What follows belongs to an exercise in optimizing a design on an open flow for small area, a short achievable clock period and few clock cycles per item; a production flow would make more cautious choices.
Where RTL was checked, it was by simulation tests only, not by an equivalence proof against the original.

Design yuv2rgb_top, start of the top module:
module yuv2rgb_top #(
	parameter int img_width = 320,
	parameter int img_height = 240
) (
	input logic CLOCK_50_I,
	input logic Resetn,
	input logic start,
	input logic [15:0] read_data,
	output logic [15:0] write_data,
	output logic [17:0] address,
	output logic write_en_n,
	output logic done
);
	localparam int macros_per_row = img_width / 4;
	localparam int n_pairs = img_width * img_height / 2;
	localparam logic [17:0] u_base = 18'(img_width * img_height / 2);
	localparam logic [17:0] v_base = 18'(img_width * img_height * 3 / 4);
	localparam logic [16:0] rgb_first = 17'(146944 - 131072);
	localparam logic [15:0] y_end = 16'(n_pairs / 2 + 1);
	localparam logic [17:0] u_base2 = u_base + 18'd2;
	localparam logic [17:0] v_base2 = v_base + 18'd2;
	localparam logic [6:0] col_idle = 7'(macros_per_row - 2);
	logic active;
	logic write_en;
	logic [3:0] ph;
	logic [15:0] mc;
	logic [6:0] col;
	logic wr_ok;
	logic [16:0] rgb;
	logic finish;
	logic wr_ok_n;
	logic wr_issue;
	logic [17:0] c_addr;
	assign finish = active && (ph == 4'd6) && (mc == y_end);
	assign wr_ok_n = wr_ok || ((ph == 4'd6) && (col == 7'd0));
	assign wr_issue = active && !finish && wr_ok_n && ((ph == 4'd1) || (ph == 4'd2)
		|| (ph == 4'd4) || (ph == 4'd5) || (ph == 4'd6) || (ph == 4'd8));
	assign c_addr = ((ph == 4'd0) ? v_base2 : u_base2) + {{2{mc[15]}}, mc};
	always_ff @(posedge CLOCK_50_I or negedge Resetn) begin
		if (!Resetn) begin
			active <= 1'b0;
			ph <= 4'd9;
			done <= 1'b0;
			write_en <= 1'b0;
		end else begin
			done <= finish;
			write_en <= wr_issue;
  ...
Size: ~440 flip-flops, ~25000 um^2 of cells after synthesis.
Settings: LEC_CHECK=0, CAP_MARGIN=20, CORE_MARGIN=2, CORE_UTILIZATION=40, CTS_BUF_LIST=sky130_fd_sc_hd__clkbuf_16, CTS_CLUSTER_DIAMETER=120, CTS_CLUSTER_SIZE=20, SLEW_MARGIN=20; clock period 11.0 ns.
standard.sh (not shown) runs the stock make flow with config.mk's settings and CLKGATE_MAP_FILE= SYNTH_SCRIPT=/design/flow/synth_recipe.tcl, a recipe that flattens the netlist after the stock synthesis.
==> flow/flow/run.sh <==
#!/bin/bash
# Standard layout, with the port buffers made from buf_1 cells instead of the
# default choice (a delay buffer): smaller, and faster to the outputs.
set -e
export BUFFER_PORTS_ARGS="-buffer_cell sky130_fd_sc_hd__buf_1"
bash standard.sh > standard.log 2>&1
Testbench counts at the start, summed over its fixed seeds: cycles 1,152,168, frames 6.
Edit:
--- a/flow/design.v
+++ b/flow/design.v
@@ -234,24 +234,27 @@
 		fh_c <= f_lo[8];
 	end
 	assign f_sum = {fh_a, fh_c, 7'd0} + {fh_b, fh_c, 7'd0};
 	assign fir_out = f_sum[16:8];
 	logic [15:0] yreg;
 	logic [7:0] l_in;
 	logic [23:0] l_ra, l_rb;
 	logic [23:0] l_reg;
 	logic [8:0] pu_p, pu_n, pv_p, pv_n;
 	logic [26:0] sr_ra, sr_rb, sg_ra, sg_rb, sb_ra, sb_rb;
-	logic [16:0] lo_r, lo_g, lo_b;
-	logic [10:0] mr_a, mr_b, mg_a, mg_b, mb_a, mb_b;
+	logic [16:0] lo_r, lo_b;
+	logic [12:0] lo_g;
+	logic [10:0] mr_a, mr_b, mb_a, mb_b;
+	logic [14:0] mg_a, mg_b;
 	logic mr_c, mg_c, mb_c;
-	logic [11:0] hr, hg, hb;
+	logic [11:0] hr, hb;
+	logic [15:0] hg;
 	logic [7:0] pix_r, pix_g, pix_b;
 	logic [7:0] save_b;
 	logic [15:0] save_gb;
 	function automatic logic [7:0] clip8(input logic [10:0] s);
 		if (s[10]) begin
 			clip8 = 8'd0;
 		end else if (s[9:8] != 2'd0) begin
 			clip8 = 8'd255;
 		end else begin
 			clip8 = s[7:0];
@@ -541,48 +544,48 @@
 	assign hb_c115 = hb_c65 | hb_s66;
 	assign hb_s116 = ~(hb_c67 ^ hb_s68);
 	assign hb_c117 = hb_c67 | hb_s68;
 	assign hb_s118 = ~(hb_c69 ^ hb_s70);
 	assign hb_c119 = hb_c69 | hb_s70;
 	assign hb_s120 = ~(hb_c71 ^ hb_s72);
 	assign hb_c121 = hb_c71 | hb_s72;
 	assign sb_ra = {hb_c121, hb_c119, hb_c117, hb_c115, hb_c113, hb_c111, hb_c109, hb_c107, hb_c105, hb_c103, hb_c101, hb_c99, hb_c97, hb_c95, hb_c93, hb_c91, hb_c89, hb_c87, hb_c85, hb_c83, hb_c81, hb_c79, hb_c77, hb_c75, hb_s74, pu_n[1], pu_n[0]};
 	assign sb_rb = {hb_c73, hb_s120, hb_s118, hb_s116, hb_s114, hb_s112, hb_s110, hb_s108, hb_s106, hb_s104, hb_s102, hb_s100, hb_s98, hb_s96, hb_s94, hb_s92, hb_s90, hb_s88, hb_s86, hb_s84, hb_s82, hb_s80, hb_s78, hb_s76, hb_s26, 1'b0, 1'b1};
 	assign lo_r = {1'b0, sr_ra[15:0]} + {1'b0, sr_rb[15:0]};
-	assign lo_g = {1'b0, sg_ra[15:0]} + {1'b0, sg_rb[15:0]};
+	assign lo_g = {1'b0, sg_ra[11:0]} + {1'b0, sg_rb[11:0]};
 	assign lo_b = {1'b0, sb_ra[15:0]} + {1'b0, sb_rb[15:0]};
 	assign hr = {mr_a, 1'b1} + {mr_b, mr_c};
 	assign hg = {mg_a, 1'b1} + {mg_b, mg_c};
 	assign hb = {mb_a, 1'b1} + {mb_b, mb_c};
 	always_ff @(posedge CLOCK_50_I) begin
 		if ((ph == 4'd6) || (ph == 4'd0)) begin
 			yreg <= read_data;
 		end else if ((ph == 4'd4) || (ph == 4'd8)) begin
 			yreg[15:8] <= yreg[7:0];
 		end
 		l_reg <= l_ra + l_rb;
 		pv_p <= fir_out;
 		pv_n <= ~fir_out;
 		pu_p <= pv_p;
 		pu_n <= pv_n;
 		mr_a <= sr_ra[26:16];
 		mr_b <= sr_rb[26:16];
 		mr_c <= lo_r[16];
-		mg_a <= sg_ra[26:16];
-		mg_b <= sg_rb[26:16];
-		mg_c <= lo_g[16];
+		mg_a <= sg_ra[26:12];
+		mg_b <= sg_rb[26:12];
+		mg_c <= lo_g[12];
 		mb_a <= sb_ra[26:16];
 		mb_b <= sb_rb[26:16];
 		mb_c <= lo_b[16];
 		if ((ph == 4'd5) || (ph == 4'd7) || (ph == 4'd9) || (ph == 4'd1)) begin
 			pix_r <= clip8(hr[11:1]);
-			pix_g <= clip8(hg[11:1]);
+			pix_g <= clip8(hg[15:5]);
 			pix_b <= clip8(hb[11:1]);
 		end
 		if ((ph == 4'd7) || (ph == 4'd1)) begin
 			save_b <= pix_b;
 		end
 		if (ph == 4'd9) begin
 			save_gb <= {pix_g, pix_b};
 		end
 		case (ph)
 			4'd2: write_data <= save_gb;
What happened:
- The changed run finished clean
- utilization decreases by 0.28 points
- fmax increases by 0.38%
- synthesized area increases by 1.2%
No functional check of the RTL was part of the second run of this note.

## v6
yuv2rgb_top, a different RTL version from the one above (not shown whole).
Size: roughly 2300 cells after synthesis, ~440 flip-flops.
Settings: LEC_CHECK=0, CAP_MARGIN=20, CORE_MARGIN=2, CORE_UTILIZATION=40, SLEW_MARGIN=20; clock period 11.0 ns.
run.sh (not shown) runs the stock make flow with config.mk's settings and CLKGATE_MAP_FILE= SYNTH_SCRIPT=/design/flow/synth_recipe.tcl, a recipe that flattens the netlist after the stock synthesis.
Stock flow here: none of the scripts above is used.
Testbench counts of v6, summed over its fixed seeds: cycles 1,152,168, frames 6.
Edits applied to the flow inputs when going from v6 to v7:
--- a/flow/design.v
+++ b/flow/design.v
@@ -14,43 +14,44 @@
 	localparam int macros_per_row = img_width / 4;
 	localparam int n_pairs = img_width * img_height / 2;
 	localparam logic [17:0] u_base = 18'(img_width * img_height / 2);
 	localparam logic [17:0] v_base = 18'(img_width * img_height * 3 / 4);
 	localparam logic [16:0] rgb_first = 17'(146944 - 131072);
 	localparam logic [15:0] y_end = 16'(n_pairs / 2 + 1);
 	localparam logic [17:0] u_base2 = u_base + 18'd2;
 	localparam logic [17:0] v_base2 = v_base + 18'd2;
 	localparam logic [6:0] col_idle = 7'(macros_per_row - 2);
 	logic active;
+	logic write_en;
 	logic [3:0] ph;
 	logic [15:0] mc;
 	logic [6:0] col;
 	logic wr_ok;
 	logic [16:0] rgb;
 	logic finish;
 	logic wr_ok_n;
 	logic wr_issue;
 	logic [17:0] c_addr;
 	assign finish = active && (ph == 4'd6) && (mc == y_end);
 	assign wr_ok_n = wr_ok || ((ph == 4'd6) && (col == 7'd0));
 	assign wr_issue = active && !finish && wr_ok_n && ((ph == 4'd1) || (ph == 4'd2)
 		|| (ph == 4'd4) || (ph == 4'd5) || (ph == 4'd6) || (ph == 4'd8));
 	assign c_addr = ((ph == 4'd0) ? v_base2 : u_base2) + {{2{mc[15]}}, mc};
 	always_ff @(posedge CLOCK_50_I or negedge Resetn) begin
 		if (!Resetn) begin
 			active <= 1'b0;
 			ph <= 4'd9;
 			done <= 1'b0;
-			write_en_n <= 1'b1;
+			write_en <= 1'b0;
 		end else begin
 			done <= finish;
-			write_en_n <= !wr_issue;
+			write_en <= wr_issue;
 			if (!active) begin
 				if (start) begin
 					active <= 1'b1;
 					ph <= 4'd0;
 				end else begin
 					ph <= 4'd9;
 				end
 			end else if (finish) begin
 				active <= 1'b0;
 				ph <= 4'd9;
@@ -77,20 +78,21 @@
 				rgb <= rgb + 17'd1;
 			end
 		end
 		case (ph)
 			4'd3: address <= {1'b0, mc, 1'b1};
 			4'd7: address <= {1'b0, mc, 1'b0};
 			4'd9, 4'd0: address <= c_addr;
 			default: address <= {1'b1, rgb};
 		endcase
 	end
+	assign write_en_n = !write_en;
 	logic [7:0] cw [0:11];
 	logic [7:0] us, vs;
 	logic n_allc, n_a, n_b;
 	logic vsel;
 	logic cl_l0, cl_l1, cl_r7, cl_r8, cl_r9;
 	assign n_allc = (ph == 4'd9) || (ph == 4'd0) || (ph == 4'd3) || (ph == 4'd4);
 	assign n_a = (ph == 4'd1) || (ph == 4'd2);
 	assign n_b = (ph == 4'd5) || (ph == 4'd6);
 	always_ff @(posedge CLOCK_50_I) begin
 		if ((ph == 4'd2) || (ph == 4'd3) || (ph == 4'd6) || (ph == 4'd7)) begin
==> run notes <==
Relative to v6, worst setup slack after placement has decreased by 0.015 ns in v7.
Diff v6 -> v7: non-clock inverter total of the final layout rose about 3.3%, fraction of the core area covered by cells at the end of the flow moved down.
The area taken by multi-input logic gates of v7 and that of v6 are within noise of each other.
Between v7 and v6, the difference in fraction of met3 tracks used by global routing is negligible.
Higher post-layout minimum cycle time was reported by v6, not v7.
Compare v7 and v6 | wire length of the first global-routing pass lower: v6
[v7 vs v6] filler cell count in the final layout: lower in v7
Function not checked in v7: the RTL went through the layout flow alone.

yuv2rgb_top, a different RTL version from the one above (not shown whole).
For scale: ~450 flip-flops, ~55 I/O pins.
export LEC_CHECK = 0
export CAP_MARGIN = 20
export CORE_MARGIN = 2
export CORE_UTILIZATION = 40
export SLEW_MARGIN = 20
create_clock -name core_clock -period 11.0 [get_ports {CLOCK_50_I}]
standard.sh (not shown) runs the stock make flow with config.mk's settings and CLKGATE_MAP_FILE= SYNTH_SCRIPT=/design/flow/synth_recipe.tcl, a recipe that flattens the netlist after the stock synthesis.
Scripts as last shown in full above: flow/flow/run.sh
The starting point passed the timing, design-rule and antenna checks.
Edit:
--- a/flow/design.v
+++ b/flow/design.v
@@ -31,15 +31,15 @@
 	logic wr_ok_n;
 	logic wr_issue;
 	logic [17:0] c_addr;
 	assign finish = active && (ph == 4'd6) && (mc == y_end);
 	assign wr_ok_n = wr_ok || ((ph == 4'd6) && (col == 7'd0));
 	assign wr_issue = active && !finish && wr_ok_n && ((ph == 4'd1) || (ph == 4'd2)
 		|| (ph == 4'd4) || (ph == 4'd5) || (ph == 4'd6) || (ph == 4'd8));
-	assign c_addr = (ph == 4'd0) ? (address + (v_base - u_base)) : (u_base2 + {{2{mc[15]}}, mc});
+	assign c_addr = ((ph == 4'd0) ? v_base2 : u_base2) + {{2{mc[15]}}, mc};
 	always_ff @(posedge CLOCK_50_I or negedge Resetn) begin
 		if (!Resetn) begin
 			active <= 1'b0;
 			ph <= 4'd9;
 			done <= 1'b0;
 			write_en <= 1'b0;
 		end else begin
@@ -237,21 +237,18 @@
 	assign fir_out = f_sum[16:8];
 	logic [15:0] yreg;
 	logic [7:0] l_in;
 	logic [23:0] l_ra, l_rb;
 	logic [23:0] l_reg;
 	logic [8:0] pu_p, pu_n, pv_p, pv_n;
 	logic [26:0] sr_ra, sr_rb, sg_ra, sg_rb, sb_ra, sb_rb;
-	logic [16:0] lo_r, lo_b;
-	logic [12:0] lo_g;
-	logic [10:0] mr_a, mr_b, mb_a, mb_b;
-	logic [14:0] mg_a, mg_b;
+	logic [16:0] lo_r, lo_g, lo_b;
+	logic [10:0] mr_a, mr_b, mg_a, mg_b, mb_a, mb_b;
 	logic mr_c, mg_c, mb_c;
-	logic [11:0] hr, hb;
-	logic [15:0] hg;
+	logic [11:0] hr, hg, hb;
 	logic [7:0] pix_r, pix_g, pix_b;
 	logic [7:0] save_b;
 	logic [15:0] save_gb;
 	function automatic logic [7:0] clip8(input logic [10:0] s);
 		if (s[10]) begin
 			clip8 = 8'd0;
 		end else if (s[9:8] != 2'd0) begin
@@ -547,15 +544,15 @@
 	assign hb_s118 = ~(hb_c69 ^ hb_s70);
 	assign hb_c119 = hb_c69 | hb_s70;
 	assign hb_s120 = ~(hb_c71 ^ hb_s72);
 	assign hb_c121 = hb_c71 | hb_s72;
 	assign sb_ra = {hb_c121, hb_c119, hb_c117, hb_c115, hb_c113, hb_c111, hb_c109, hb_c107, hb_c105, hb_c103, hb_c101, hb_c99, hb_c97, hb_c95, hb_c93, hb_c91, hb_c89, hb_c87, hb_c85, hb_c83, hb_c81, hb_c79, hb_c77, hb_c75, hb_s74, pu_n[1], pu_n[0]};
 	assign sb_rb = {hb_c73, hb_s120, hb_s118, hb_s116, hb_s114, hb_s112, hb_s110, hb_s108, hb_s106, hb_s104, hb_s102, hb_s100, hb_s98, hb_s96, hb_s94, hb_s92, hb_s90, hb_s88, hb_s86, hb_s84, hb_s82, hb_s80, hb_s78, hb_s76, hb_s26, 1'b0, 1'b1};
 	assign lo_r = {1'b0, sr_ra[15:0]} + {1'b0, sr_rb[15:0]};
-	assign lo_g = {1'b0, sg_ra[11:0]} + {1'b0, sg_rb[11:0]};
+	assign lo_g = {1'b0, sg_ra[15:0]} + {1'b0, sg_rb[15:0]};
 	assign lo_b = {1'b0, sb_ra[15:0]} + {1'b0, sb_rb[15:0]};
 	assign hr = {mr_a, 1'b1} + {mr_b, mr_c};
 	assign hg = {mg_a, 1'b1} + {mg_b, mg_c};
 	assign hb = {mb_a, 1'b1} + {mb_b, mb_c};
 	always_ff @(posedge CLOCK_50_I) begin
 		if ((ph == 4'd6) || (ph == 4'd0)) begin
 			yreg <= read_data;
@@ -566,23 +563,23 @@
 		pv_p <= fir_out;
 		pv_n <= ~fir_out;
 		pu_p <= pv_p;
 		pu_n <= pv_n;
 		mr_a <= sr_ra[26:16];
 		mr_b <= sr_rb[26:16];
 		mr_c <= lo_r[16];
-		mg_a <= sg_ra[26:12];
-		mg_b <= sg_rb[26:12];
-		mg_c <= lo_g[12];
+		mg_a <= sg_ra[26:16];
+		mg_b <= sg_rb[26:16];
+		mg_c <= lo_g[16];
 		mb_a <= sb_ra[26:16];
 		mb_b <= sb_rb[26:16];
 		mb_c <= lo_b[16];
 		if ((ph == 4'd5) || (ph == 4'd7) || (ph == 4'd9) || (ph == 4'd1)) begin
 			pix_r <= clip8(hr[11:1]);
-			pix_g <= clip8(hg[15:5]);
+			pix_g <= clip8(hg[11:1]);
 			pix_b <= clip8(hb[11:1]);
 		end
 		if ((ph == 4'd7) || (ph == 4'd1)) begin
 			save_b <= pix_b;
 		end
 		if (ph == 4'd9) begin
 			save_gb <= {pix_g, pix_b};
Outcome: The changed run completed without violations; core utilization climbs by 0.22 points; wire length went up by 1.8%; area after synthesis went down by 1.2%; register-to-register slack is worse by 0.098 ns; die area drops by 1.2%.
Testbench counts after the change, summed over its fixed seeds: cycles 1,152,168, frames 6.
Only the layout flow was run in the first run of this note; the RTL was not checked for function there.

-- what the ideal ports hide --
Ports are ideal in the flow. The routed layouts listed here were re-timed in OpenROAD.
Step 1 sets driving cells, clkbuf_16 on the clock port and buf_2 on the other inputs (assumed; they add their load-dependent delay and slew).
Step 2 also shifts input and output timing later by t, the mid clock arrival at the registers, as if the neighbouring blocks saw the same clock.
a / b / c = ideal / step 1 / step 2; a / b = the first two.
run	shift t [ns]	setup slack, ns	cell pins on the clock port's net
the first run of note 1	0.627	7.298 / 7.298 / 7.298	1
the second run of note 1	0.645	7.312 / 7.312 / 7.312	1
v6	0.639	7.163 / 7.107 / 7.459	1
v7	0.649	7.275 / 7.221 / 7.471	1
the first run of note 3	0.643	7.411 / 7.411 / 7.411	1
the second run of note 3	0.639	7.313 / 7.313 / 7.313	1
After both steps every run listed still meets setup and hold.
